This design comes from an exercise in tuning for small area, a short achievable clock period and few clock cycles per item on the open sky130 flow, not from production work. At most, simulation tests tie the RTL to the original design; equivalence was not proved.

## cnn_top
module cnn_top (
	input  wire         clk,
	input  wire         reset_b,
	input  wire         run,
	output logic        busy,
	output logic [11:0] in_rd_addr,
	input  wire  [15:0] in_rd_data,
	output logic [11:0] weights_rd_addr,
	input  wire  [15:0] weights_rd_data,
	output logic [28:0] out_wr
);
==> flow/config.mk <==
export PLATFORM = sky130hd
export DESIGN_NAME = cnn_top
export DESIGN_NICKNAME = cnn_top
export VERILOG_FILES = /design/flow/design.v
export SDC_FILE = /design/flow/constraint.sdc
export NUM_CORES = 4
export LEC_CHECK = 0
export CAP_MARGIN = 20
export CORE_MARGIN = 2
export CORE_UTILIZATION = 50
export CTS_CLUSTER_DIAMETER = 80
export CTS_CLUSTER_SIZE = 24
export SLEW_MARGIN = 70
export SYNTH_HIERARCHICAL = 1
==> flow/constraint.sdc <==
create_clock -name core_clock -period 10.0 [get_ports {clk}]
set_input_delay 2.0000 -clock core_clock [delete_from_list [all_inputs] [get_ports {clk}]]
set_output_delay 2.0000 -clock core_clock [all_outputs]
set_load 0.01 [all_outputs]
standard.sh (not shown) runs the stock make flow with config.mk's settings and CLKGATE_MAP_FILE= SYNTH_SCRIPT=/design/flow/synth_recipe.tcl, a recipe that flattens the netlist after the stock synthesis.
==> flow/flow/run.sh <==
#!/bin/bash
set -euo pipefail
cd "$(dirname "$0")/.."
export SETUP_SLACK_MARGIN=6.5
export BUFFER_PORTS_ARGS="-buffer_cell sky130_fd_sc_hd__buf_2"
bash standard.sh > flow_make.log 2>&1
Testbench counts at the start, summed over its fixed seeds: cycles 144,886, items 32,549.
Edit:
--- a/flow/flow/run.sh
+++ b/flow/flow/run.sh
@@ -4 +4 @@
-export SETUP_SLACK_MARGIN=6.5
+export SETUP_SLACK_MARGIN=6.8
What happened: The new run finished with timing, DRC and antenna clean. Design area stays flat. Via count barely changes. Area after synthesis is unchanged. Worst setup slack loses 14 ps. First-iteration DRC count goes up by 5.1%. Non-clock buffer count grows by 2. Maximum frequency goes down by about 0.44%.

* * *

cnn_top, a different RTL version from the one above (not shown whole).
For scale: about 2600 cells after synthesis, about 550 flip-flops, roughly 31000 um^2 of cells after synthesis.
// cnn_top
module cnn_top (
	input  wire         clk,
	input  wire         reset_b,
	input  wire         run,
	output logic        busy,
	output logic [11:0] in_rd_addr,
	input  wire  [15:0] in_rd_data,
	output logic [11:0] weights_rd_addr,
	input  wire  [15:0] weights_rd_data,
	output logic [28:0] out_wr
);
	localparam int DRAIN_CYC = 5;
	logic        st_sz0, st_sz1, st_first, st_fetch, st_drain;
	logic [11:0] colptr;    
	logic [11:0] cn;        
	logic [5:0]  hw;        
	logic [1:0]  r;         
	logic        r3;        
	logic [5:0]  mcnt;      
	logic [5:0]  pcnt;      
	logic        mlast;     
	logic        plast;     
	logic        mfirst;    
	logic [2:0]  dcnt;
	logic [15:0] rdata_q;   
	logic        is_end;
	logic        step_end, img_end;
	logic [11:0] a_int, a_next;
	logic        trig_a, trig_b, trig_c;
	logic        last_a, last_b, last_c;
	assign is_end   = (rdata_q == 16'hFFFF);
	assign step_end = st_fetch && r3;
	assign img_end  = step_end && mlast && plast;
	always_ff @(posedge clk) begin
		if (!reset_b) begin
			busy     <= 1'b0;
			st_sz0   <= 1'b0;
			st_sz1   <= 1'b0;
  ...
clock: 10.0 ns
lec_check: 0
cap_margin: 20
core_margin: 2
core_utilization: 65
setup_slack_margin: 5
slew_margin: 70
synth_hierarchical: 1
run.sh (not shown) runs the stock make flow with config.mk's settings and CLKGATE_MAP_FILE= SYNTH_SCRIPT=/design/flow/synth_recipe.tcl, a recipe that flattens the netlist after the stock synthesis.
Stock flow here: none of the scripts above is used.
==> next run, changes <==
CORE_UTILIZATION = 50   (was 65)
CTS_CLUSTER_DIAMETER = 100   (was default)
CTS_CLUSTER_SIZE = 20   (was default)
Core utilization goes down by 18 points.
Setup slack gets better by 0.039 ns.
Via count goes down slightly.
Fmax goes up slightly.
Routed wire length goes down by a few percent.
Final area goes down slightly.
Synthesized area does not change.
==> next run, changes <==
==> flow/flow/run.sh (new file) <==
#!/bin/bash
set -euo pipefail
cd "$(dirname "$0")/.."
export SETUP_SLACK_MARGIN=7.0
bash standard.sh > flow_make.log 2>&1
==> flow/standard.sh (new file) <==
#!/bin/bash
# synth_recipe.tcl (not shown) runs the flow's synth.tcl, then flattens the netlist and writes it again
# the make line also repeats each setting of config.mk as NAME=value (left out here)
make -C /OpenROAD-flow-scripts/flow DESIGN_CONFIG=/design/flow/config.mk WORK_HOME=/design/flow/orfs CLKGATE_MAP_FILE= SYNTH_SCRIPT=/design/flow/synth_recipe.tcl "${@:-finish}"
CTS_CLUSTER_DIAMETER = default   (was 100)
CTS_CLUSTER_SIZE = default   (was 20)
SETUP_SLACK_MARGIN = default   (was 5)
removed: flow/run.sh
Die area does not change.
Utilization climbs by 5.5 points.
Design area climbs by roughly a tenth.
Register-to-register slack is better by 0.17 ns.
Worst hold slack is worse by 0.0053 ns.
Maximum frequency climbs by roughly a tenth.
Non-clock buffer count climbs by 108.
Wire length climbs slightly.
Clock-buffer cell count climbs by 33.
==> next run, changes <==
==> flow/run.sh (new file) <==
#!/bin/bash
# synth_recipe.tcl (not shown) runs the flow's synth.tcl, then flattens the netlist and writes it again
# the make line also repeats each setting of config.mk as NAME=value (left out here)
make -C /OpenROAD-flow-scripts/flow DESIGN_CONFIG=/design/flow/config.mk WORK_HOME=/design/flow/orfs CLKGATE_MAP_FILE= SYNTH_SCRIPT=/design/flow/synth_recipe.tcl finish
CTS_CLUSTER_DIAMETER = 80   (was default)
CTS_CLUSTER_SIZE = 24   (was default)
SETUP_SLACK_MARGIN = 5   (was default)
removed: flow/flow/run.sh
removed: flow/standard.sh
The new run produced a clean layout. Global-route usage is lower by 0.22 points. Synthesized area is unchanged. Final cell count came out lower by a few percent. Non-clock buffer count fell by 108. Worst setup slack degrades by 0.45 ns. Via count went down slightly. Core utilization went down by 5.7 points.
==> next run, changes <==
ABC_AREA = 1   (was default)
CTS_CLUSTER_DIAMETER = default   (was 80)
CTS_CLUSTER_SIZE = default   (was 24)
Outcome: Wire length went up by roughly a tenth; via count came out higher by a little under a tenth; worst setup slack degrades by 0.0052 ns; cell area is higher by a few percent; clock-buffer cell count goes up by 35; cell count went up by roughly a tenth; die area went up by a few percent; flip-flop and latch count is unchanged.
No functional check of the RTL was part of any run of this note.

* * *

cnn_top, a different RTL version from the one above (not shown whole).
Size: roughly 2,700 cells after synthesis, roughly 580 flip-flops, ~89 I/O pins.
clock: 10.0 ns
lec_check: 0
abc_clock_period_in_ps: 3000
cap_margin: 20
core_margin: 2
core_utilization: 60
cts_cluster_diameter: 80
cts_cluster_size: 24
slew_margin: 70
synth_hierarchical: 1
standard.sh (not shown) runs the stock make flow with config.mk's settings and CLKGATE_MAP_FILE= SYNTH_SCRIPT=/design/flow/synth_recipe.tcl, a recipe that flattens the netlist after the stock synthesis.
==> flow/flow/run.sh <==
#!/bin/bash
set -euo pipefail
cd "$(dirname "$0")/.."
export SETUP_SLACK_MARGIN=6.8
export BUFFER_PORTS_ARGS="-buffer_cell sky130_fd_sc_hd__buf_2"
bash standard.sh > flow_make.log 2>&1
The baseline finished with timing, DRC and antenna clean.
Testbench counts at the start, summed over its fixed seeds: cycles 144,886, items 32,549.
Then changed:
--- a/flow/config.mk
+++ b/flow/config.mk
@@ -8 +7,0 @@
-export ABC_CLOCK_PERIOD_IN_PS = 3000
@@ -11 +10 @@
-export CORE_UTILIZATION = 60
+export CORE_UTILIZATION = 50
@@ -14 +13 @@
-export SLEW_MARGIN = 70
+export SLEW_MARGIN = 20
Area after synthesis is unchanged.
Register-to-register slack is worse by 0.14 ns.
Sequential share of layout area drops by 0.29 points.
Via count climbs by 1.1%.
Count of clock-buffer cells in the layout climbs by 5.
Setup slack is worse by 0.11 ns.
Hold slack is about the same.
Global-route usage drops by 2.6 points.
Then changed:
--- a/flow/config.mk
+++ b/flow/config.mk
@@ -13 +13 @@
-export SLEW_MARGIN = 20
+export SLEW_MARGIN = 70
@@ -14,0 +15 @@
+export TNS_END_PERCENT = 20
The changed run finished clean.
Global-route usage stays flat.
Sequential cell count does not change.
Clock skew hardly moves.
Die area is unchanged.
Worst setup slack is better by 0.033 ns.
Then changed:
--- a/flow/flow/run.sh
+++ b/flow/flow/run.sh
@@ -4 +4 @@
-export SETUP_SLACK_MARGIN=6.8
+export SETUP_SLACK_MARGIN=7.0
--- a/flow/config.mk
+++ b/flow/config.mk
@@ -10 +10 @@
-export CORE_UTILIZATION = 50
+export CORE_UTILIZATION = 60
@@ -15 +14,0 @@
-export TNS_END_PERCENT = 20
The new run produced a clean layout.
First-iteration DRC count shrinks by about 0.9%.
Worst hold slack hardly moves.
Utilization grows by 11 points.
Setup slack improves by 0.071 ns.
Wire length shrinks by about 8%.
Critical path depth shrinks by 7.
Synthesized cell count stays the same.
Fmax grows by about 2.3%.
Then changed:
--- a/flow/flow/run.sh
+++ b/flow/flow/run.sh
@@ -4 +4 @@
-export SETUP_SLACK_MARGIN=7.0
+export SETUP_SLACK_MARGIN=6.8
--- a/flow/config.mk
+++ b/flow/config.mk
@@ -10 +10 @@
-export CORE_UTILIZATION = 60
+export CORE_UTILIZATION = 50
After rerunning: Register-to-register slack gets worse by 0.11 ns; design area stays flat; sequential share of layout area barely changes; clock-buffer cell count is higher by 7; area after synthesis does not change; hold slack barely changes; flip-flop and latch count stays the same; wire length rises by a little under a tenth.

* * *

## JK
cnn_top, a different RTL version from the one above (not shown whole).
Size: ~2900 cells after synthesis, roughly 89 I/O pins.
Settings: LEC_CHECK=0, CAP_MARGIN=20, CORE_MARGIN=2, CORE_UTILIZATION=40, SLEW_MARGIN=20; clock period 10.0 ns.
run.sh (not shown) runs the stock make flow with config.mk's settings and CLKGATE_MAP_FILE= SYNTH_SCRIPT=/design/flow/synth_recipe.tcl, a recipe that flattens the netlist after the stock synthesis.
Stock flow here: none of the scripts above is used.
Testbench counts of JK, summed over its fixed seeds: cycles 144,822, items 32,549.
[inputs] MS vs JK
# JK
export LEC_CHECK = 0
export CAP_MARGIN = 20
export CORE_MARGIN = 2
export CORE_UTILIZATION = 40
export SLEW_MARGIN = 20
create_clock -name core_clock -period 10.0 [get_ports {clk}]
# MS
export LEC_CHECK = 0
export ABC_CLOCK_PERIOD_IN_PS = 4000
export CAP_MARGIN = 20
export CORE_MARGIN = 2
export CORE_UTILIZATION = 60
export SETUP_SLACK_MARGIN = 5
export SLEW_MARGIN = 20
create_clock -name core_clock -period 10.0 [get_ports {clk}]
Results
MS vs JK, routed wire length went up by 0.72%.
MS ended up with met5 as its highest metal layer used by the detailed router; JK ended up with met4.
Against JK, post-route cell area in MS came out better.
Comparing JK and MS, fraction of standard cell area that is sequential is higher on MS.

[re-timing with driven ports]
The flow's constraints put no driver on any port. The routed layouts listed below were extracted and timed again, unchanged, in two steps. Step 1, drivers: a clkbuf_16 drives clk and a buf_2 each remaining input, both assumed. Step 2 moves the port delays by t, midway between the first and last clock arrival at a register: inputs arrive t later, outputs are due t later. That takes back most of the time a late clock gives input paths. a / b / c = ideal / step 1 / step 2; a / b = the first two.
run | t, ns | setup slack, ns | worst setup path after step 2 | cell pins on the clock port's net
the first run of note 1 | 0.639 | 6.818 / 6.818 / 6.818 | register to register | 1
the second run of note 1 | 0.638 | 6.804 / 6.804 / 6.804 | register to register | 1
the first run of note 2 | 0.670 | 6.216 / 6.159 / 6.365 | register to register | 1
the second run of note 2 | 0.635 | 6.255 / 6.193 / 6.449 | register to register | 1
the third run of note 2 | 0.696 | 6.617 / 6.617 / 6.483 | input to register | 1
the fourth run of note 2 | 0.692 | 6.170 / 6.109 / 6.419 | register to register | 1
the fifth run of note 2 | 0.704 | 6.165 / 6.100 / 6.356 | register to register | 1
the first run of note 3 | 0.627 | 6.910 / 6.847 / 6.865 | input to register | 1
the second run of note 3 | 0.651 | 6.796 / 6.796 / 6.709 | input to register | 1
the third run of note 3 | 0.649 | 6.829 / 6.813 / 6.829 | register to register | 1
the fourth run of note 3 | 0.629 | 6.900 / 6.837 / 6.857 | input to register | 1
the fifth run of note 3 | 0.650 | 6.874 / 6.811 / 6.832 | input to register | 1
JK | 0.681 | 4.434 / 4.434 / 4.434 | register to register | 1
MS | 0.657 | 5.276 / 5.276 / 5.276 | register to register | 1
After both steps every run listed still meets setup and hold. The setup slack of the third run of note 2, which loses most, moves by 0.000 ns with the drivers and by -0.134 ns with both steps.
